This design comes from an exercise in tuning for small area, a short achievable clock period and few clock cycles on the open sky130 flow, not from production work.
Function was not checked in any run shown here: the RTL went through the layout flow alone.
Power and IR drop assume default switching activity.

$ cat flow/config.mk
export PLATFORM = sky130hd
export DESIGN_NAME = dcache_top
export DESIGN_NICKNAME = dcache_top
export VERILOG_FILES = /design/flow/design.v
export SDC_FILE = /design/flow/constraint.sdc
export NUM_CORES = 4
export LEC_CHECK = 0
export CAP_MARGIN = 20
export CORE_MARGIN = 2
export CORE_UTILIZATION = 40
export SETUP_SLACK_MARGIN = 5
export SLEW_MARGIN = 20
export TNS_END_PERCENT = 10
$ cat flow/constraint.sdc
create_clock -name core_clock -period 9.0 [get_ports {clk_i}]
set_input_delay 1.8000 -clock core_clock [delete_from_list [all_inputs] [get_ports {clk_i}]]
set_output_delay 1.8000 -clock core_clock [all_outputs]
set_load 0.01 [all_outputs]
$ cat flow/design.v
`default_nettype none
package dcache_pkg;
  localparam int unsigned XLEN       = 32;
  localparam int unsigned ADDR_W     = 32;
  localparam int unsigned BE_W       = XLEN / 8;
  localparam int unsigned INDEX_W    = 5;
  localparam int unsigned OFF_W      = 2;
  localparam int unsigned TAG_W      = ADDR_W - INDEX_W - OFF_W;
  localparam int unsigned NUM_LINES  = 1 << INDEX_W;
  localparam int unsigned WBUF_DEPTH = 4;
  localparam int unsigned WBUF_PTR_W = $clog2(WBUF_DEPTH);
  localparam int unsigned RQ_DEPTH   = 6;   
  localparam int unsigned MQ_DEPTH   = 4;   
  localparam logic [1:0] LD_IDLE   = 2'd0;
  localparam logic [1:0] LD_LOOKUP = 2'd1;
  localparam logic [1:0] LD_MISS   = 2'd2;
endpackage
`default_nettype wire
`default_nettype none
module dcache_top (
  input  wire                            clk_i,
  input  wire                            rst_n_i,
  input  wire                            enable_i,
  input  wire                            flush_i,
  output logic                           flush_ack_o,
  output logic                           miss_o,
  output logic                           wbuffer_empty_o,
  input  wire                            ld_req_i,
  input  wire [dcache_pkg::ADDR_W-1:0]   ld_addr_i,
  output logic                           ld_gnt_o,
  output logic                           ld_rvalid_o,
  output logic [dcache_pkg::XLEN-1:0]    ld_rdata_o,
  input  wire                            st_req_i,
  input  wire [dcache_pkg::ADDR_W-1:0]   st_addr_i,
  input  wire [dcache_pkg::XLEN-1:0]     st_wdata_i,
  input  wire [dcache_pkg::BE_W-1:0]     st_be_i,
  output logic                           st_gnt_o,
  output logic                           mem_req_o,
  output logic                           mem_we_o,
  output logic [dcache_pkg::ADDR_W-1:0]  mem_addr_o,
  output logic [dcache_pkg::XLEN-1:0]    mem_wdata_o,
  output logic [dcache_pkg::BE_W-1:0]    mem_be_o,
  input  wire                            mem_gnt_i,
  input  wire                            mem_rvalid_i,
  input  wire [dcache_pkg::XLEN-1:0]     mem_rdata_i
);
  localparam int unsigned NL  = dcache_pkg::NUM_LINES;
  localparam int unsigned IW  = dcache_pkg::INDEX_W;
  localparam int unsigned TW  = dcache_pkg::TAG_W;
  localparam int unsigned WA  = dcache_pkg::ADDR_W - dcache_pkg::OFF_W;
  localparam int unsigned RQN = dcache_pkg::RQ_DEPTH;
  localparam int unsigned RQW = $clog2(RQN);
  localparam int unsigned MQN = dcache_pkg::MQ_DEPTH;
  localparam int unsigned MQW = $clog2(MQN + 1);
  function automatic logic [RQW:0] qinc(input logic [RQW:0] p);
    qinc = (p[RQW-1:0] == RQW'(RQN - 1)) ? ((RQW + 1)'(~p[RQW]) << RQW) : (p + 1'b1);
  endfunction
  logic [TW-1:0] tag_q   [NL];
  logic [31:0]   data_q  [NL];
  logic [NL-1:0] valid_q;
  logic          a_v_q;
  logic          a_st_q;
  logic [WA-1:0] a_addr_q;
  logic [NL-1:0] a_oh_q;
  logic [31:0]   s_data_q;
  logic [3:0]    s_be_q;
  logic          l2_v_q;
  logic [WA-1:0] l2_addr_q;
  logic          en_q;
  logic [RQN-1:0] rq_rdy_q;
  logic [RQN-1:0] rq_pend_q;
  logic [RQN-1:0] rq_alloc_q;
  logic [RQN-1:0] rq_we_q;
  logic [RQN-1:0] rq_dep_q;
  logic [RQW-1:0] rq_dslot_q [RQN];
  logic [IW-1:0]  rq_idx_q  [RQN];
  logic [31:0]    rq_data_q [RQN];
  logic [RQW:0]   rq_h_q;
  logic [RQW:0]   rq_t_q;
  logic [RQW:0]   rq_cnt_q;
  logic [RQW-1:0] ms_slot_q [RQN];
  logic [RQW:0]   ms_t_q;
  logic [RQW:0]   ms_r_q;
  logic [RQW:0]   ms_w_q;
  logic [MQN-1:0] mq_v_q;
  logic           mq_we_q   [MQN];
  logic [WA-1:0]  mq_addr_q [MQN];
  logic [31:0]    mq_data_q [MQN];
  logic [3:0]     mq_be_q   [MQN];
  logic [MQW-1:0] mq_cnt_q;
  logic [2:0]     st_cnt_q;
  logic           wb_empty_q;
  logic           gnt_q;
  logic           out_v_q;
  logic [31:0]    out_data_q;
  logic           miss_q;
  logic           fl_ack_q;
  logic           fl_done_q;
  logic [IW-1:0] a_idx;
  logic [TW-1:0] a_tag;
  logic [RQN-1:0] hzv;
  logic          hz;
  logic [RQW-1:0] hz_slot;
  logic          stall;
  logic          go;
  logic          st_go;
  logic          ld_go;
  logic          acc_st;
  logic          acc_ld;
  assign a_idx = a_addr_q[IW-1:0];
  assign a_tag = a_addr_q[WA-1:IW];
  always_comb begin
    hz_slot = '0;
    for (int i = 0; i < RQN; i++) begin
      hzv[i] = rq_pend_q[i] && rq_alloc_q[i] && (rq_idx_q[i] == a_idx);
      if (hzv[i]) hz_slot = hz_slot | RQW'(i);
    end
  end
  assign hz = |hzv;
  assign stall = (a_st_q && hz) || (mq_cnt_q == MQW'(MQN)) || (!a_st_q && (rq_cnt_q == (RQW + 1)'(RQN)));
  assign go    = a_v_q && !stall;
  assign st_go = go && a_st_q;
  assign ld_go = go && !a_st_q;
  assign ld_gnt_o = gnt_q;
  assign st_gnt_o = gnt_q;
  assign acc_st   = st_req_i && gnt_q;
  assign acc_ld   = ld_req_i && gnt_q;
  logic          l_hit;
  logic          ld_hit;
  logic          ld_miss;
  logic [31:0]   l_data;
  logic [TW-1:0] l_tag;
  logic [31:0]   l_word;
  always_comb begin
    l_tag  = '0;
    l_word = '0;
    for (int l = 0; l < NL; l++) begin
      l_tag  = l_tag  | (tag_q[l]  & {TW{a_oh_q[l]}});
      l_word = l_word | (data_q[l] & {32{a_oh_q[l]}});
    end
  end
  assign l_hit   = |(valid_q & a_oh_q) && (l_tag == a_tag);
  assign ld_hit  = l_hit && en_q;
  assign ld_miss = ld_go && !ld_hit;
  logic          sw_v_q;
  logic [IW-1:0] sw_idx_q;
  logic [3:0]    sw_be_q;
  logic [31:0]   sw_data_q;
  logic          sw_fwd;
  assign sw_fwd = sw_v_q && (sw_idx_q == a_idx);
  always_comb begin
    l_data = l_word;
    for (int b = 0; b < 4; b++) begin
      if (sw_fwd && sw_be_q[b]) l_data[8*b +: 8] = sw_data_q[8*b +: 8];
    end
  end
  logic           rf_defer;
  logic [RQW-1:0] hd_slot_q;
  logic [IW-1:0]  hd_idx_q;
  logic           hd_we_q;
  logic [RQW-1:0] ms_w_slot;
  logic           rf_do;
  logic           rf_we;
  logic [IW-1:0]  w_idx;
  logic [31:0]    w_data;
  logic [31:0]    rf_data;
  logic [3:0]     w_be;
  assign rf_defer  = (ms_w_q != ms_r_q);
  assign ms_w_slot = hd_slot_q;
  assign rf_do     = !sw_v_q && (rf_defer || mem_rvalid_i);
  assign rf_we     = rf_do && hd_we_q;
  assign w_idx     = sw_v_q ? sw_idx_q : hd_idx_q;
  assign rf_data   = rf_defer ? rq_data_q[ms_w_slot] : mem_rdata_i;
  assign w_data    = sw_v_q ? sw_data_q : rf_data;
  assign w_be      = sw_v_q ? sw_be_q : {4{rf_we}};
  always_ff @(posedge clk_i or negedge rst_n_i) begin
    if (!rst_n_i) begin
      sw_v_q <= 1'b0;
    end else begin
      sw_v_q <= st_go && l_hit;
    end
  end
  always_ff @(posedge clk_i) begin
    if (st_go) begin
      sw_idx_q  <= a_idx;
      sw_be_q   <= s_be_q;
      sw_data_q <= s_data_q;
    end
  end
  always_ff @(posedge clk_i) begin
    for (int l = 0; l < NL; l++) begin
      for (int b = 0; b < 4; b++) begin
        if (w_be[b] && (w_idx == IW'(l))) data_q[l][8*b +: 8] <= w_data[8*b +: 8];
      end
    end
    for (int l = 0; l < NL; l++) begin
      if (ld_go && en_q && a_oh_q[l]) tag_q[l] <= a_tag;
    end
  end
  always_ff @(posedge clk_i or negedge rst_n_i) begin
    if (!rst_n_i) begin
      valid_q <= '0;
    end else if (fl_ack_q) begin
      valid_q <= '0;
    end else if (ld_go && en_q) begin
      valid_q <= valid_q | a_oh_q;
    end
  end
  always_ff @(posedge clk_i or negedge rst_n_i) begin
    if (!rst_n_i) begin
      a_v_q  <= 1'b0;
      a_st_q <= 1'b0;
      l2_v_q <= 1'b0;
      en_q   <= 1'b0;
    end else begin
      en_q <= enable_i;
      if (acc_st) begin
        a_v_q  <= 1'b1;
        a_st_q <= 1'b1;
        l2_v_q <= acc_ld;
      end else if (acc_ld) begin
        a_v_q  <= 1'b1;
        a_st_q <= 1'b0;
      end else if (!a_v_q || go) begin
        a_v_q  <= l2_v_q;
        a_st_q <= 1'b0;
        l2_v_q <= 1'b0;
      end
    end
  end
  always_ff @(posedge clk_i) begin
    if (acc_st) begin
      a_addr_q <= st_addr_i[dcache_pkg::ADDR_W-1:dcache_pkg::OFF_W];
      a_oh_q   <= NL'(1) << st_addr_i[dcache_pkg::OFF_W +: IW];
      s_data_q <= st_wdata_i;
      s_be_q   <= st_be_i;
    end else if (acc_ld) begin
      a_addr_q <= ld_addr_i[dcache_pkg::ADDR_W-1:dcache_pkg::OFF_W];
      a_oh_q   <= NL'(1) << ld_addr_i[dcache_pkg::OFF_W +: IW];
    end else if (l2_v_q && go) begin
      a_addr_q <= l2_addr_q;
      a_oh_q   <= NL'(1) << l2_addr_q[IW-1:0];
    end
    if (acc_ld) begin
      l2_addr_q <= ld_addr_i[dcache_pkg::ADDR_W-1:dcache_pkg::OFF_W];
    end
  end
  logic           rq_pop;
  logic           rq_push;
  logic [RQW-1:0] ms_r_slot;
  logic           ld_dep;
  logic           dep_now;
  assign ld_dep  = ld_hit && hz;
  assign dep_now = rf_do && (ms_w_slot == hz_slot);
  assign rq_pop    = (rq_cnt_q != '0) && (rq_pend_q[rq_h_q[RQW-1:0]] ? rf_do : rq_rdy_q[rq_h_q[RQW-1:0]]);
  assign rq_push   = ld_go;
  logic [RQW:0]   ms_w_n;
  logic [RQW:0]   ms_w_inc;
  logic [RQW-1:0] ms_nx_slot;
  assign ms_w_inc   = qinc(ms_w_q);
  assign ms_w_n     = rf_do ? ms_w_inc : ms_w_q;
  assign ms_nx_slot = ms_slot_q[ms_w_inc[RQW-1:0]];
  always_ff @(posedge clk_i) begin
    if (ms_w_n == ms_t_q) begin
      hd_slot_q <= rq_t_q[RQW-1:0];
      hd_idx_q  <= a_idx;
      hd_we_q   <= en_q;
    end else if (rf_do) begin
      hd_slot_q <= ms_nx_slot;
      hd_idx_q  <= rq_idx_q[ms_nx_slot];
      hd_we_q   <= rq_we_q[ms_nx_slot];
    end
  end
  assign ms_r_slot = ms_slot_q[ms_r_q[RQW-1:0]];
  always_ff @(posedge clk_i or negedge rst_n_i) begin
    if (!rst_n_i) begin
      rq_rdy_q   <= '0;
      rq_pend_q  <= '0;
      rq_alloc_q <= '0;
      rq_we_q    <= '0;
      rq_dep_q   <= '0;
      rq_h_q     <= '0;
      rq_t_q     <= '0;
      rq_cnt_q   <= '0;
      ms_t_q     <= '0;
      ms_r_q     <= '0;
      ms_w_q     <= '0;
      out_v_q    <= 1'b0;
      miss_q     <= 1'b0;
    end else begin
      for (int i = 0; i < RQN; i++) begin
        if (rf_do && rq_dep_q[i] && (rq_dslot_q[i] == ms_w_slot)) begin
          rq_rdy_q[i] <= 1'b1;
          rq_dep_q[i] <= 1'b0;
        end
        if (ld_miss && en_q && hzv[i]) begin
          rq_alloc_q[i] <= 1'b0;
        end
      end
      if (rq_push) begin
        rq_rdy_q[rq_t_q[RQW-1:0]]   <= ld_hit && (!hz || dep_now);
        rq_dep_q[rq_t_q[RQW-1:0]]   <= ld_dep && !dep_now;
        rq_pend_q[rq_t_q[RQW-1:0]]  <= !ld_hit;
        rq_alloc_q[rq_t_q[RQW-1:0]] <= !ld_hit && en_q;
        rq_we_q[rq_t_q[RQW-1:0]]    <= !ld_hit && en_q;
        rq_t_q                      <= qinc(rq_t_q);
      end
      if (mem_rvalid_i) begin
        rq_rdy_q[ms_r_slot] <= 1'b1;
        ms_r_q              <= qinc(ms_r_q);
      end
      if (rf_do) begin
        rq_pend_q[ms_w_slot] <= 1'b0;
        ms_w_q               <= qinc(ms_w_q);
      end
      if (ld_miss) begin
        ms_t_q <= qinc(ms_t_q);
      end
      if (rq_pop) begin
        rq_h_q <= qinc(rq_h_q);
      end
      if (rq_push && !rq_pop) begin
        rq_cnt_q <= rq_cnt_q + 1'b1;
      end else if (rq_pop && !rq_push) begin
        rq_cnt_q <= rq_cnt_q - 1'b1;
      end
      out_v_q <= rq_pop;
      miss_q  <= ld_miss;
    end
  end
  always_ff @(posedge clk_i) begin
    for (int i = 0; i < RQN; i++) begin
      if (ld_go && (rq_t_q[RQW-1:0] == RQW'(i))) begin
        rq_idx_q[i]   <= a_idx;
        rq_dslot_q[i] <= hz_slot;
        rq_data_q[i]  <= (hz && dep_now) ? rf_data : l_data;
      end else if (mem_rvalid_i && (ms_r_slot == RQW'(i))) begin
        rq_data_q[i] <= mem_rdata_i;
      end else if (rf_do && rq_dep_q[i] && (rq_dslot_q[i] == ms_w_slot)) begin
        rq_data_q[i] <= rf_data;
      end
    end
    if (ld_miss) begin
      ms_slot_q[ms_t_q[RQW-1:0]] <= rq_t_q[RQW-1:0];
    end
    if (rq_pop) begin
      out_data_q <= rq_rdy_q[rq_h_q[RQW-1:0]] ? rq_data_q[rq_h_q[RQW-1:0]] : mem_rdata_i;
    end
  end
  assign ld_rvalid_o = out_v_q;
  assign ld_rdata_o  = out_data_q;
  assign miss_o      = miss_q;
  logic           mq_push;
  logic           mq_pop;
  logic [MQW-1:0] mq_slot;
  assign mq_push = st_go || ld_miss;
  assign mq_pop  = mq_v_q[0] && mem_gnt_i;
  assign mq_slot = mq_pop ? (mq_cnt_q - 1'b1) : mq_cnt_q;
  logic [2:0] st_cnt_n;
  always_comb begin
    st_cnt_n = st_cnt_q;
    if (acc_st && !(mq_pop && mq_we_q[0])) st_cnt_n = st_cnt_q + 1'b1;
    else if (!acc_st && (mq_pop && mq_we_q[0])) st_cnt_n = st_cnt_q - 1'b1;
  end
  always_ff @(posedge clk_i or negedge rst_n_i) begin
    if (!rst_n_i) begin
      mq_v_q     <= '0;
      mq_cnt_q   <= '0;
      st_cnt_q   <= '0;
      wb_empty_q <= 1'b1;
    end else begin
      for (int i = 0; i < MQN; i++) begin
        if (mq_push && (mq_slot == MQW'(i))) begin
          mq_v_q[i] <= 1'b1;
        end else if (mq_pop) begin
          mq_v_q[i] <= (i + 1 < MQN) ? mq_v_q[(i + 1) % MQN] : 1'b0;
        end
      end
      if (mq_push && !mq_pop) begin
        mq_cnt_q <= mq_cnt_q + 1'b1;
      end else if (mq_pop && !mq_push) begin
        mq_cnt_q <= mq_cnt_q - 1'b1;
      end
      st_cnt_q   <= st_cnt_n;
      wb_empty_q <= (st_cnt_n == '0);
    end
  end
  always_ff @(posedge clk_i) begin
    for (int i = 0; i < MQN; i++) begin
      if (go && (mq_slot == MQW'(i))) begin
        mq_we_q[i]   <= a_st_q;
        mq_addr_q[i] <= a_addr_q;
        mq_data_q[i] <= s_data_q;
        mq_be_q[i]   <= s_be_q;
      end else if (mq_pop && (i + 1 < MQN)) begin
        mq_we_q[i]   <= mq_we_q[(i + 1) % MQN];
        mq_addr_q[i] <= mq_addr_q[(i + 1) % MQN];
        mq_data_q[i] <= mq_data_q[(i + 1) % MQN];
        mq_be_q[i]   <= mq_be_q[(i + 1) % MQN];
      end
    end
  end
  assign mem_req_o       = mq_v_q[0];
  assign mem_we_o        = mq_we_q[0];
  assign mem_addr_o      = {mq_addr_q[0], {dcache_pkg::OFF_W{1'b0}}};
  assign mem_wdata_o     = mq_data_q[0];
  assign mem_be_o        = mq_be_q[0];
  assign wbuffer_empty_o = wb_empty_q;
  logic           a_v_n;
  logic           a_st_n;
  logic           l2_v_n;
  logic [IW-1:0]  idx_n;
  logic           hold;
  logic [RQW+1:0] rq_cnt_n;
  logic [MQW:0]   mq_cnt_n;
  logic           hz_n;
  logic           stall_n;
  assign hold   = a_v_q && !go;
  assign a_v_n  = acc_st || acc_ld || hold || l2_v_q;
  assign a_st_n = acc_st || (hold && a_st_q);
  assign l2_v_n = (acc_st && acc_ld) || (l2_v_q && hold);
  assign idx_n  = acc_st ? st_addr_i[dcache_pkg::OFF_W +: IW] :
                  acc_ld ? ld_addr_i[dcache_pkg::OFF_W +: IW] :
                  hold   ? a_idx : l2_addr_q[IW-1:0];
  assign rq_cnt_n = (RQW + 2)'(rq_cnt_q) + (RQW + 2)'(ld_go) - (RQW + 2)'(rq_pop);
  assign mq_cnt_n = (MQW + 1)'(mq_cnt_q) + (MQW + 1)'(go) - (MQW + 1)'(mq_pop);
  always_comb begin
    hz_n = ld_go && en_q && (a_idx == idx_n);
    for (int i = 0; i < RQN; i++) begin
      if (rq_pend_q[i] && rq_alloc_q[i] && !(rf_do && (ms_w_slot == RQW'(i))) &&
          (rq_idx_q[i] == idx_n)) hz_n = 1'b1;
    end
  end
  assign stall_n = (a_st_n && hz_n) || (mq_cnt_n >= (MQW + 1)'(MQN)) ||
                   (!a_st_n && (rq_cnt_n >= (RQW + 2)'(RQN)));
  always_ff @(posedge clk_i or negedge rst_n_i) begin
    if (!rst_n_i) begin
      gnt_q <= 1'b1;
    end else begin
      gnt_q <= !l2_v_n && !(a_v_n && stall_n);
    end
  end
  always_ff @(posedge clk_i or negedge rst_n_i) begin
    if (!rst_n_i) begin
      fl_ack_q  <= 1'b0;
      fl_done_q <= 1'b0;
    end else begin
      fl_ack_q  <= flush_i && !fl_done_q && !fl_ack_q && (st_cnt_q == '0);
      fl_done_q <= flush_i && (fl_done_q || fl_ack_q);
    end
  end
  assign flush_ack_o = fl_ack_q;
endmodule
`default_nettype wire
$ cat flow/run.sh
#!/bin/bash
# synth_recipe.tcl (not shown) runs the flow's synth.tcl, then flattens the netlist and writes it again
# the make line also repeats each setting of config.mk as NAME=value (left out here)
make -C /OpenROAD-flow-scripts/flow DESIGN_CONFIG=/design/flow/config.mk WORK_HOME=/design/flow/orfs CLKGATE_MAP_FILE= SYNTH_SCRIPT=/design/flow/synth_recipe.tcl finish
==> results of run 1 <==
-- cell type report --
type / count / area [sq um] / share of cell area [%]
Tap cell: 3552 / 4440 / 3.53
Inverter: 69 / 263 / 0.209
Sequential cell: 2665 / 79500 / 63.2
Clock inverter: 134 / 1230 / 0.977
Antenna cell: 5 / 12.5 / 0.00994
Clock buffer: 345 / 7600 / 6.04
Timing Repair Buffer: 611 / 5700 / 4.53
Multi-Input combinational cell: 3870 / 27100 / 21.5
-- synth_stat cells (79+ instances only) --
cell	instances
o21ai_0	372
o21ai_1	84
nand2_1	373
clkbuf_1	368
a221oi_1	141
nor2_1	421
dfrtp_1	103
or3_1	90
a22oi_1	743
nor3_1	177
xnor2_1	79
a22o_1	180
mux2_2	247
nand4_1	219
a21oi_1	115
edfxtp_1	2560
-- sequential cells by signal, indices dropped and copies added, names as in the netlist, 5 cells and up --
name        flops
ms_slot_q      18
rq_alloc_q      6
out_data_q     32
a_oh_q         32
sw_idx_q        5
rq_dslot_q     18
l2_addr_q      30
mq_data_q     128
hd_idx_q        5
a_addr_q       30
tag_q         800
s_data_q       32
valid_q        32
rq_data_q     192
rq_dep_q        6
sw_data_q      32
mq_addr_q     120
rq_idx_q       30
mq_be_q        16
data_q       1024
rq_we_q         6
rq_rdy_q        6
rq_pend_q       6
-- worst reg2reg max path, cell delays in order (launching register included) --
cell and delay, ns:
edfxtp_1 0.49, buf_4 0.49, ha_1 0.50, buf_6 0.51
nor4_2 0.17, buf_4 0.29, nand2_1 0.13, o2111ai_1 0.10
o21ai_1 0.49, nor2_1 0.11, a21oi_2 0.36, o21ai_1 0.13
-- cell families (layout without fill, tap and decap cells) --
group,after synthesis,in the layout,synth area share [%]
other cells,1,7,0.00349
compound gates,1934,1940,12.8
buf+inv,579,1159,2.17
mux,298,298,3.16
flops,2665,2665,74.0
simple gates,1473,1475,6.52
xor+xnor,108,108,0.880
fa+ha+maj,47,47,0.554
-- repair_timing --
| action | CTS | global route |
|---|---|---|
| gates resized for setup | 78 | 141 |
| setup endpoints to repair | 1986 | 2352 |
| cloned | 1 | 11 |
| setup buffers | 17 | 24 |
| pin swaps | 5 | 21 |
-- per-stage QoR --
| stage | util, % | hold WS (ns) |
|---|---|---|
| final | 47.0 | 0.427 |
| after floorplan | - | 0.408 |
| after CTS | 46.6 | 0.425 |
| after global routing | 47.0 | 0.470 |
| after detailed placement | 43.2 | 0.418 |
| after global placement | 43.1 | 0.417 |
-- power by group through the flow --
| stage | sequential, uW | clock, uW | combinational (uW) |
|---|---|---|---|
| after floorplan | 15600 | 0 | 3100 |
| after global placement | 15600 | 0 | 5110 |
| after detailed placement | 15600 | 0 | 5300 |
| after CTS | 15400 | 11500 | 5360 |
| after global routing | 15400 | 12000 | 6080 |
| final | 15400 | 11500 | 5720 |
-- final timing paths --
check	end	slack (ns)	cells past startpoint
setup reg to reg	rq_data_q[1][23]$_DFFE_PP_	4.93	11
max in group asynchronous	sw_v_q$_DFF_PN0_	6.69	2
setup / recovery	data_q[19][23]$_DFFE_PP_	4.72	9
hold reg to reg	fl_ack_q$_DFF_PN0_	0.43	1
hold / removal	fl_ack_q$_DFF_PN0_	0.43	1
min in group asynchronous	rq_h_q[1]$_DFFE_PN0P_	0.90	1
-- routing by layer --
metal	global-route usage, %	routed length (microns)
met2	40.5	169000
met1	37.0	143000
met3	6.16	49400
met4	10.9	17700
met5	0	32
==> summary.txt, run 1 <==
CP top delay family: buffers and inverters
Mapped Area: 107000 sq um
Die Wd: 522 microns
Largest net degree at the start of global routing: 67
Max-slew violation count: 0
Clock Root Buffer: clkbuf_16
Worst Skew: 0.0620 ns
Main synth FF type: edfxtp_1
Sequential share of the synthesized area: 74.0%
Worst Setup Start Kind: input pin
Commonest non-fill, non-tap cell in the layout: edfxtp_1
Setup TNS: 0 ns
Clock Power Share: 35.2%
CP Buf/Inv Count: 5
GPL Wtd Cong: 0.893
Gr usage total: 26.7%
Grt total ovfl: 0
Final Hold Vio Count: 0
Distinct cells, synth: 87
Critical path class: input pin to register
Sw frac: 27.7%
Critical Path RT: 9.62 ns
Psw: 9020 uW
P&R area growth vs syn: 17.1%
Setup ws final: 4.72 ns
Slew at the pin closest to its max-slew limit: 1.21 ns
Final setup vio count: 0
Placed Cells: 10700
Post-synth ARST share: 3.94%
Avg Vias per Cell: 6.48
Ys Warns: 10
Global-route wire length before repair: 521000 microns
Internal power: 23500 uW
RSZ-0062 raised after global routing: yes
Die Ht: 522 microns
Period minus WS final: 4.28 ns
Hpwl dp: 212000 microns
Post-synth top area share: 71.5%
Clock Tree Buf Depth: 4
Clk slew on worst S/H paths: 0.06 ns
LEAKAGE: 0.0412 uW
HP Start: fl_done_q$_DFF_PN0_
Share of layout cells above drive strength 1: 16.8%
Seq pwr share: 47.2%
Final wirelength: 379000 microns
Post-CTS Hold Fix Bufs: 0
Layout Nets: 7689
Crit path top cell by count: buf_4
Post-Layout Cell Count: 11300
Leading area contributor after synthesis: edfxtp_1
CP Cell Sequence: clkdlybuf4s50_1, buf_4, nor2_4, nor2_4, buf_4, a22oi_2, buf_4, nor3_1, buf_4
Clock buffer count from CTS: 288
WP data arrival: 4.90 ns
Relative slew slack: 19.1%
Worst hold path type: register to register
MaxCap Viol Count: 0
Initial Util: 40.2%
Placed cell area: 116000 sq um
Crit-path max FO: 32
Antenna-violating nets left: 0
EDFF count, synth: 2560
Total power: 32500 uW
Critical Path End Type: register
Core Footprint: 268000 sq um
Filler instances: 22800
IO Pins: 248
Rows: 190
Initial antenna violation count: 9
Comb power frac: 17.6%
Initial drt markers: 12500
PwrDens: 258 nW/um^2
Worst-Skew Late Latency: 0.97 ns
Outcome: finished clean
Reg2Reg Launch Point: hd_slot_q[2]$_DFFE_PP_
Vias in the first global route: 69100
Most frequent cells in the layout: edfxtp_1, a22oi_1, nor2_1, nand2_1, o21ai_0
DR WL/cell: 33.7 microns
Drc violations: 0
Post-Place Worst Slack: 3.08 ns
Largest stage delay, worst path: 0.88 ns
TritonRoute pass-1 iters: 9
Port bufs: 241
CTS tree: built
Mapped Cells: 7105
Avg Cell Area, Syn: 15.1 sq um
Area contributors post-synth: edfxtp_1, a22oi_1, mux2_2, dfrtp_1, o21ai_0
#FFs+latches synth: 2665
Clk sinks: 2665
Post-layout instance area: 126000 sq um
Critical Path Start: mem_rvalid_i
CP max-delay cell: nor3_1
Die ar.: 273000 sq um
Peak VDD IR: 0.000212 V
Vias: 72900
Ratio of final minimum period to clock period: 47.6%
CTS H-tree lvls: 5
Peak Freq: 234 MHz
==> inputs of run 2 (changes only) <==
--- a/flow/config.mk
+++ b/flow/config.mk
@@ -8,6 +8,6 @@
 export CAP_MARGIN = 20
 export CORE_MARGIN = 2
 export CORE_UTILIZATION = 40
-export SETUP_SLACK_MARGIN = 5
+export SETUP_SLACK_MARGIN = 4
 export SLEW_MARGIN = 20
-export TNS_END_PERCENT = 10
+export TNS_END_PERCENT = 5
==> run 2 against run 1 <==
  * Still clean on timing, DRC and antenna
  * Final area decreased by 1.1%
  * Sequential cell count is the same
  * Maximum frequency down 15%
  * Synthesized cell count unchanged
  * Critical endpoint is now data_q[30][7]$_DFFE_PP_
==> summary.txt, run 2 <==
Outcome: finished clean
Multi-input logic area: 26400 sq um
P&R area growth vs syn: 15.8%
Peak Freq: 198 MHz
Hpwl dp: 210000 microns
GPL Wtd Cong: 0.912
TritonRoute pass-1 iters: 6
CTS H-tree lvls: 5
Vias in the first global route: 68100
Post-CTS Hold Fix Bufs: 0
Largest net degree at the start of global routing: 73
Clock Tree Buf Depth: 4
Final wirelength: 373000 microns
Vias: 72400
Sequential share of the synthesized area: 74.0%
Psw: 8900 uW
Post-Layout Cell Count: 11200
Ratio of final minimum period to clock period: 56.1%
Clock buffer count from CTS: 288
Share of layout cells above drive strength 1: 15.2%
Synth cell count leaders: edfxtp_1, a22oi_1, nor2_1
PwrDens: 259 nW/um^2
Global-route wire length before repair: 517000 microns
RSZ-0062 raised after global routing: yes
Worst hold path type: register to register
Comb power frac: 17.0%
Antenna-violating nets left: 0
Number of flip-flops in the largest register: 1024
MaxCap Viol Count: 0
Final setup vio count: 0
CTS tree: built
WP data arrival: 5.64 ns
Die Wd: 522 microns
Critical Path End Type: register
Internal power: 23300 uW
EDFF count, synth: 2560
Initial drt markers: 12100
Placed cell area: 116000 sq um
Commonest non-fill, non-tap cell in the layout: edfxtp_1
Biggest register: data_q
Core Footprint: 268000 sq um
Post-synth top area share: 71.5%
Worst-Skew Late Latency: 0.98 ns
Initial antenna violation count: 6
Peak VDD IR: 0.000230 V
Period minus WS final: 5.05 ns
Max-slew violation count: 0
IO Pins: 248
Crit-path max FO: 32
Distinct cells, synth: 87
Clock Root Buffer: clkbuf_16
Post-layout instance area: 124000 sq um
Clk sinks: 2665
Critical path class: register to register
Gr usage total: 26.5%
Placed Cells: 10700
Reg2Reg Launch Point: hd_slot_q[1]$_DFFE_PP_
Post-synth ARST share: 3.94%
Most frequent cell after synthesis: edfxtp_1
Main synth FF type: edfxtp_1
Worst Skew: 0.0776 ns
Mapped Cells: 7105
Clk slew on worst S/H paths: 0.06 ns
Relative slew slack: 19.4%
Most frequent cells in the layout: edfxtp_1, a22oi_1, nor2_1, nand2_1, o21ai_0
Area contributors post-synth: edfxtp_1, a22oi_1, mux2_2, dfrtp_1, o21ai_0
Final Hold Vio Count: 0
Leading area contributor after synthesis: edfxtp_1
Setup TNS: 0 ns
Avg Vias per Cell: 6.46
Rows: 190
Sw frac: 27.7%
Die ar.: 273000 sq um
Filler instances: 22900
Die Ht: 522 microns
Clock Power Share: 35.2%
DR WL/cell: 33.3 microns
Ys Warns: 10
WHS: 0.434 ns
Initial Util: 40.2%
#FFs+latches synth: 2665
Mapped Area: 107000 sq um
HP Start: fl_done_q$_DFF_PN0_
Critical Path RT: 9.59 ns
Seq pwr share: 47.8%
Port bufs: 241
Layout Nets: 7643
Critical Path Start: hd_slot_q[1]$_DFFE_PP_
Avg Cell Area, Syn: 15.1 sq um
Worst Setup Start Kind: register
Top Registers: data_q: 1024 flops, tag_q: 800 flops, rq_data_q: 192 flops
LEAKAGE: 0.0407 uW
Grt total ovfl: 0
Drc violations: 0
Slew at the pin closest to its max-slew limit: 1.20 ns
Storage cell area: 79500 sq um
## run 2: cells by family after synthesis
kind of cell	count (synthesis)	share of synthesized area [%]
xor+xnor	108	0.880
fa+ha+maj	47	0.554
buf+inv	579	2.17
flops	2665	74.0
other cells	1	0.00349
mux	298	3.16
compound gates	1934	12.8
simple gates	1473	6.52
## run 2: final timing paths
check                                               end  slack, ns  cells past startpoint
worst max-delay path            data_q[30][7]$_DFFE_PP_       3.95                      9
worst min-delay path                 fl_ack_q$_DFF_PN0_       0.43                      1
worst max register to register  data_q[30][7]$_DFFE_PP_       3.95                      9
worst min register to register       fl_ack_q$_DFF_PN0_       0.43                      1
max in group asynchronous              sw_v_q$_DFF_PN0_       6.75                      2
min in group asynchronous              miss_q$_DFF_PN0_       0.88                      1
## run 2: critical path, stage by stage, from the launching register on
cell      delay (ns)
edfxtp_1        0.75
ha_1            0.27
buf_4           0.33
nor2b_2         0.88
buf_4           0.45
or4_1           0.16
buf_4           0.42
o21ai_1         0.17
a21oi_2         0.41
mux2_2          0.78
## run 2: final cells by class
class	count	area share (%)
sequential	2665	63.9
multi-input combinational	3862	21.2
clock buffer	368	6.21
timing repair buffer	573	4.10
tap	3552	3.57
clock inverter	111	0.787
inverter	69	0.208
antenna	4	0.00804
## run 2: per-stage QoR
stage	power, uW	util (%)	setup slack, ns
after floorplan	18700	-	4.00
after global placement	20700	43.1	3.11
after detailed placement	20900	43.2	3.05
after CTS	32000	46.4	3.99
after global routing	33100	46.5	3.85
final	32200	46.5	3.95
## run 2: routing by layer
layer / global-route usage [%] / wire (microns)
met4: 9.92 / 15600
met2: 40.3 / 167000
met3: 6.09 / 47800
met5: 0 / 0
met1: 37.0 / 143000
## run 2: power groups by stage
stage | clock, uW | sequential (uW) | combinational, uW
2_1_floorplan | 0 | 15600 | 3080
4_1_cts | 11400 | 15400 | 5310
3_3_place_gp | 0 | 15600 | 5110
6_report | 11300 | 15400 | 5480
3_5_place_dp | 0 | 15600 | 5290
5_1_grt | 11800 | 15400 | 5820
## run 2: repair_timing
| item | in CTS | in global routing |
|---|---|---|
| buffers inserted | 3 | 6 |
| setup endpoints to repair | 48 | 310 |
| pin swaps | 2 | 2 |
| resized for setup | 5 | 6 |
==> inputs of run 3 (changes only) <==
--- a/flow/design.v
+++ b/flow/design.v
@@ -61,7 +61,6 @@
   logic          a_v_q;
   logic          a_st_q;
   logic [WA-1:0] a_addr_q;
-  logic [NL-1:0] a_oh_q;
   logic [31:0]   s_data_q;
   logic [3:0]    s_be_q;
   logic          l2_v_q;
@@ -70,7 +69,6 @@
   logic [RQN-1:0] rq_rdy_q;
   logic [RQN-1:0] rq_pend_q;
   logic [RQN-1:0] rq_alloc_q;
-  logic [RQN-1:0] rq_we_q;
   logic [RQN-1:0] rq_dep_q;
   logic [RQW-1:0] rq_dslot_q [RQN];
   logic [IW-1:0]  rq_idx_q  [RQN];
@@ -129,17 +127,7 @@
   logic          ld_hit;
   logic          ld_miss;
   logic [31:0]   l_data;
-  logic [TW-1:0] l_tag;
-  logic [31:0]   l_word;
-  always_comb begin
-    l_tag  = '0;
-    l_word = '0;
-    for (int l = 0; l < NL; l++) begin
-      l_tag  = l_tag  | (tag_q[l]  & {TW{a_oh_q[l]}});
-      l_word = l_word | (data_q[l] & {32{a_oh_q[l]}});
-    end
-  end
-  assign l_hit   = |(valid_q & a_oh_q) && (l_tag == a_tag);
+  assign l_hit   = valid_q[a_idx] && (tag_q[a_idx] == a_tag);
   assign ld_hit  = l_hit && en_q;
   assign ld_miss = ld_go && !ld_hit;
   logic          sw_v_q;
@@ -149,15 +137,12 @@
   logic          sw_fwd;
   assign sw_fwd = sw_v_q && (sw_idx_q == a_idx);
   always_comb begin
-    l_data = l_word;
+    l_data = data_q[a_idx];
     for (int b = 0; b < 4; b++) begin
       if (sw_fwd && sw_be_q[b]) l_data[8*b +: 8] = sw_data_q[8*b +: 8];
     end
   end
   logic           rf_defer;
-  logic [RQW-1:0] hd_slot_q;
-  logic [IW-1:0]  hd_idx_q;
-  logic           hd_we_q;
   logic [RQW-1:0] ms_w_slot;
   logic           rf_do;
   logic           rf_we;
@@ -166,10 +151,10 @@
   logic [31:0]    rf_data;
   logic [3:0]     w_be;
   assign rf_defer  = (ms_w_q != ms_r_q);
-  assign ms_w_slot = hd_slot_q;
+  assign ms_w_slot = ms_slot_q[ms_w_q[RQW-1:0]];
   assign rf_do     = !sw_v_q && (rf_defer || mem_rvalid_i);
-  assign rf_we     = rf_do && hd_we_q;
-  assign w_idx     = sw_v_q ? sw_idx_q : hd_idx_q;
+  assign rf_we     = rf_do && rq_alloc_q[ms_w_slot];
+  assign w_idx     = sw_v_q ? sw_idx_q : rq_idx_q[ms_w_slot];
   assign rf_data   = rf_defer ? rq_data_q[ms_w_slot] : mem_rdata_i;
   assign w_data    = sw_v_q ? sw_data_q : rf_data;
   assign w_be      = sw_v_q ? sw_be_q : {4{rf_we}};
@@ -193,9 +178,7 @@
         if (w_be[b] && (w_idx == IW'(l))) data_q[l][8*b +: 8] <= w_data[8*b +: 8];
       end
     end
-    for (int l = 0; l < NL; l++) begin
-      if (ld_go && en_q && a_oh_q[l]) tag_q[l] <= a_tag;
-    end
+    if (ld_go && en_q) tag_q[a_idx] <= a_tag;
   end
   always_ff @(posedge clk_i or negedge rst_n_i) begin
     if (!rst_n_i) begin
@@ -203,7 +186,7 @@
     end else if (fl_ack_q) begin
       valid_q <= '0;
     end else if (ld_go && en_q) begin
-      valid_q <= valid_q | a_oh_q;
+      valid_q[a_idx] <= 1'b1;
     end
   end
   always_ff @(posedge clk_i or negedge rst_n_i) begin
@@ -231,15 +214,12 @@
   always_ff @(posedge clk_i) begin
     if (acc_st) begin
       a_addr_q <= st_addr_i[dcache_pkg::ADDR_W-1:dcache_pkg::OFF_W];
-      a_oh_q   <= NL'(1) << st_addr_i[dcache_pkg::OFF_W +: IW];
       s_data_q <= st_wdata_i;
       s_be_q   <= st_be_i;
     end else if (acc_ld) begin
       a_addr_q <= ld_addr_i[dcache_pkg::ADDR_W-1:dcache_pkg::OFF_W];
-      a_oh_q   <= NL'(1) << ld_addr_i[dcache_pkg::OFF_W +: IW];
     end else if (l2_v_q && go) begin
       a_addr_q <= l2_addr_q;
-      a_oh_q   <= NL'(1) << l2_addr_q[IW-1:0];
     end
     if (acc_ld) begin
       l2_addr_q <= ld_addr_i[dcache_pkg::ADDR_W-1:dcache_pkg::OFF_W];
@@ -254,30 +234,12 @@
   assign dep_now = rf_do && (ms_w_slot == hz_slot);
   assign rq_pop    = (rq_cnt_q != '0) && (rq_pend_q[rq_h_q[RQW-1:0]] ? rf_do : rq_rdy_q[rq_h_q[RQW-1:0]]);
   assign rq_push   = ld_go;
-  logic [RQW:0]   ms_w_n;
-  logic [RQW:0]   ms_w_inc;
-  logic [RQW-1:0] ms_nx_slot;
-  assign ms_w_inc   = qinc(ms_w_q);
-  assign ms_w_n     = rf_do ? ms_w_inc : ms_w_q;
-  assign ms_nx_slot = ms_slot_q[ms_w_inc[RQW-1:0]];
-  always_ff @(posedge clk_i) begin
-    if (ms_w_n == ms_t_q) begin
-      hd_slot_q <= rq_t_q[RQW-1:0];
-      hd_idx_q  <= a_idx;
-      hd_we_q   <= en_q;
-    end else if (rf_do) begin
-      hd_slot_q <= ms_nx_slot;
-      hd_idx_q  <= rq_idx_q[ms_nx_slot];
-      hd_we_q   <= rq_we_q[ms_nx_slot];
-    end
-  end
   assign ms_r_slot = ms_slot_q[ms_r_q[RQW-1:0]];
   always_ff @(posedge clk_i or negedge rst_n_i) begin
     if (!rst_n_i) begin
       rq_rdy_q   <= '0;
       rq_pend_q  <= '0;
       rq_alloc_q <= '0;
-      rq_we_q    <= '0;
       rq_dep_q   <= '0;
       rq_h_q     <= '0;
       rq_t_q     <= '0;
@@ -302,7 +264,6 @@
         rq_dep_q[rq_t_q[RQW-1:0]]   <= ld_dep && !dep_now;
         rq_pend_q[rq_t_q[RQW-1:0]]  <= !ld_hit;
         rq_alloc_q[rq_t_q[RQW-1:0]] <= !ld_hit && en_q;
-        rq_we_q[rq_t_q[RQW-1:0]]    <= !ld_hit && en_q;
         rq_t_q                      <= qinc(rq_t_q);
       end
       if (mem_rvalid_i) begin
--- a/flow/config.mk
+++ b/flow/config.mk
@@ -8,6 +8,6 @@
 export CAP_MARGIN = 20
 export CORE_MARGIN = 2
 export CORE_UTILIZATION = 40
-export SETUP_SLACK_MARGIN = 4
+export SETUP_SLACK_MARGIN = 5
 export SLEW_MARGIN = 20
-export TNS_END_PERCENT = 5
+export TNS_END_PERCENT = 10
==> run 3 against run 2 <==
  * Final area rose by 5.6%
  * Routed wire length fell by 4.4%
  * Maximum frequency rose by 5.5%
  * Via count fell by 5.6%
  * Clock power barely moved
  * Critical path depth rose by 9
  * Synthesized area rose by 0.44%
  * Power rose by 10%
  * Non-clock buffer count rose by 207
  * Synthesized cell count fell by 5.7%
  * Global-route usage fell by 1.5 points
==> summary.txt, run 3 <==
Die Wd: 524 microns
Die ar.: 274000 sq um
Number of flip-flops in the largest register: 1024
Relative slew slack: 14.6%
Clock Power Share: 32.0%
MaxCap Viol Count: 0
Die Ht: 524 microns
Distinct cells, synth: 75
Setup ws final: 4.21 ns
Final wirelength: 356000 microns
Initial antenna violation count: 20
Sw frac: 30.1%
Post-synth ARST share: 3.74%
Sequential share of the synthesized area: 72.4%
Global-route wire length before repair: 490000 microns
Drc violations: 0
RSZ-0062 raised after global routing: yes
Clock Tree Buf Depth: 4
Multi-input logic area: 31100 sq um
Clock Root Buffer: clkbuf_16
Final setup vio count: 0
Layout Nets: 7516
Top Registers: data_q: 1024 flops, tag_q: 800 flops, rq_data_q: 192 flops
Storage cell area: 78200 sq um
Largest stage delay, worst path: 0.64 ns
Peak VDD IR: 0.000198 V
Ratio of final minimum period to clock period: 53.2%
Rows: 190
DR WL/cell: 32.1 microns
Setup TNS: 0 ns
Ys Warns: 9
Share of layout cells above drive strength 1: 25.7%
Post-layout instance area: 131000 sq um
Commonest non-fill, non-tap cell in the layout: edfxtp_1
CTS tree: built
CP max-delay cell: or4_4
Initial drt markers: 10400
Worst hold path type: register to register
Antenna-violating nets left: 0
Outcome: finished clean
Port bufs: 241
Core Footprint: 268000 sq um
Seq pwr share: 44.5%
Placed cell area: 116000 sq um
Mapped Area: 108000 sq um
Largest net degree at the start of global routing: 75
PwrDens: 270 nW/um^2
Main synth FF type: edfxtp_1
Avg Vias per Cell: 6.15
Clock buffer count from CTS: 279
Internal power: 24800 uW
Critical path class: register to register
Most frequent cells in the layout: edfxtp_1, nor2_1, nand2_1, buf_4, a22oi_1
#FFs+latches synth: 2622
Comb power frac: 23.5%
Synth cell count leaders: edfxtp_1, nor2_1, nand2_1
GPL Wtd Cong: 0.896
Post-Place Worst Slack: 2.17 ns
Initial Util: 40.3%
Peak Freq: 209 MHz
Worst Skew: 0.0891 ns
Final Hold Vio Count: 0
Hpwl dp: 196000 microns
Leading area contributor after synthesis: edfxtp_1
TritonRoute pass-1 iters: 10
Clk sinks: 2622
Crit path top cell by count: buf_6
Filler instances: 22000
LEAKAGE: 0.0427 uW
WP data arrival: 5.27 ns
Total power: 35400 uW
Crit-path max FO: 7
Post-synth top area share: 70.1%
Max-slew violation count: 0
Clk slew on worst S/H paths: 0.06 ns
Avg Cell Area, Syn: 16.1 sq um
Vias in the first global route: 66100
Worst Setup Start Kind: register
Slew at the pin closest to its max-slew limit: 1.28 ns
Mapped Cells: 6701
Area contributors post-synth: edfxtp_1, mux4_2, mux2_2, a22oi_1, dfrtp_1
Gr usage total: 24.9%
Critical Path RT: 9.49 ns
Critical Path End Type: register
Post-layout util: 49.0%
Most frequent cell after synthesis: edfxtp_1
CTS H-tree lvls: 5
Grt total ovfl: 0
Worst-Skew Late Latency: 0.88 ns
IO Pins: 248
EDFF count, synth: 2519
Period minus WS final: 4.79 ns
CP Cell Sequence: buf_6, buf_6, mux4_2, o21ai_2, buf_6, inv_8, ha_4, and2_4, or4_4, nand3_2, o21ai_4, o21ai_4, buf_6, nor3b_4, buf_6, nand2_4, nor2_2, buf_4
Psw: 10700 uW
P&R area growth vs syn: 21.7%
Vias: 68300
Biggest register: data_q
[run 3: power groups by stage]
stage	Combinational (uW)	Sequential (uW)	Clock [uW]
floorplan	3820	16000	0
global placement	6180	16000	0
detailed placement	6420	16000	0
CTS	7510	15700	11400
global route	8720	15800	11900
finish	8350	15800	11300
[run 3: critical path: cells and delay by family, from the launching register on]
| kind | cells | cell delay [ns] |
|---|---|---|
| adder cells (fa/ha/maj) | 1 | 0.14 |
| multiplexers | 1 | 0.50 |
| flip-flops | 1 | 0.46 |
| AND/OR/NAND/NOR | 6 | 1.67 |
| AO/OA/AOI/OAI | 3 | 0.54 |
| buffers and inverters | 7 | 1.09 |
[run 3: repair_timing]
action | 4_1_cts | 5_1_grt
gates cloned | 21 | 9
setup endpoints to repair | 3828 | 2956
pin swaps | 119 | 58
hold buffers | 0 | 0
buffers inserted | 202 | 66
gates resized for setup | 571 | 178
[run 3: worst paths after layout]
check                                            from  slack, ns  depth (start not counted)                  endpoint
worst max-delay path            ms_w_q[0]$_DFFE_PN0P_       4.21                         18  data_q[13][28]$_DFFE_PP_
worst min-delay path              fl_done_q$_DFF_PN0_       0.44                          1        fl_ack_q$_DFF_PN0_
worst max register to register  ms_w_q[0]$_DFFE_PN0P_       4.21                         18  data_q[13][28]$_DFFE_PP_
worst min register to register    fl_done_q$_DFF_PN0_       0.44                          1        fl_ack_q$_DFF_PN0_
max in group asynchronous                     rst_n_i       6.99                          2     ms_r_q[0]$_DFFE_PN0P_
min in group asynchronous                     rst_n_i       0.88                          1     ms_t_q[1]$_DFFE_PN0P_
[run 3: kinds of logic (layout without fill, tap and decap cells)]
| family | count (synthesis) | after routing | synth area share, % |
|---|---|---|---|
| DFF | 2622 | 2622 | 72.4 |
| AOI/OAI and AO/OA | 1378 | 1385 | 8.71 |
| and+or+nand+nor | 1277 | 1286 | 5.15 |
| muxes | 749 | 749 | 10.4 |
| buffers and inverters | 514 | 1335 | 1.86 |
| xor gates and xnor gates | 106 | 106 | 0.860 |
| adders and majority gates | 54 | 54 | 0.633 |
| other | 1 | 15 | 0.00347 |
[run 3: through the flow]
step,cells,hold slack (ns)
after floorplan,6702,0.408
after global placement,10300,0.420
after detailed placement,10300,0.424
after CTS,11000,0.432
after global routing,11100,0.477
final,11100,0.444
[run 3: cell type report]
| cell class | instances | area share (%) |
|---|---|---|
| Sequential cell | 2622 | 59.5 |
| Multi-Input combinational cell | 3582 | 23.7 |
| Timing Repair Buffer | 780 | 6.46 |
| Clock buffer | 355 | 5.65 |
| Tap cell | 3552 | 3.38 |
| Clock inverter | 140 | 1.07 |
| Inverter | 60 | 0.210 |
| Antenna cell | 13 | 0.0248 |
[run 3: per-layer routing]
metal | up-vias | global-route usage [%] | part of all wire [%]
met5 | - | 0 | 0.0070
met4 | 4 | 11.8 | 5.4
met3 | 894 | 4.53 | 10
met2 | 4374 | 39.1 | 46
met1 | 34900 | 33.8 | 38
li1 | 28100 | - | -

==> port drivers added, routing unchanged <==
No port has a modelled driver above. Below, the same layouts with a new extraction and two added sets of constraints.
Step 1 (the two cells are an assumption about what drives the block):
set clk [get_ports {clk_i}]
set_driving_cell -lib_cell sky130_fd_sc_hd__clkbuf_16 $clk
set_driving_cell -lib_cell sky130_fd_sc_hd__buf_2 [delete_from_list [all_inputs] $clk]
Step 2, shift: input delay + t, output delay - t, t = (earliest + latest rising clock arrival at the registers) / 2. This alone moves slack from input paths to output paths.
Slacks: ideal / step 1 / step 2; pairs: ideal / step 1.
run	shift t [ns]	setup slack, ns	hold slack, ns
run 1	1.032	4.719 / 4.714 / 3.758	0.427 / 0.427 / 0.427
run 2	1.044	3.948 / 3.948 / 3.161	0.434 / 0.434 / 0.434
run 3	0.935	4.213 / 4.213 / 3.520	0.444 / 0.444 / 0.444
After both steps setup and hold are still met in every run listed. The setup slack of run 1, which loses most, moves by -0.005 ns with the drivers and by -0.961 ns with both steps.
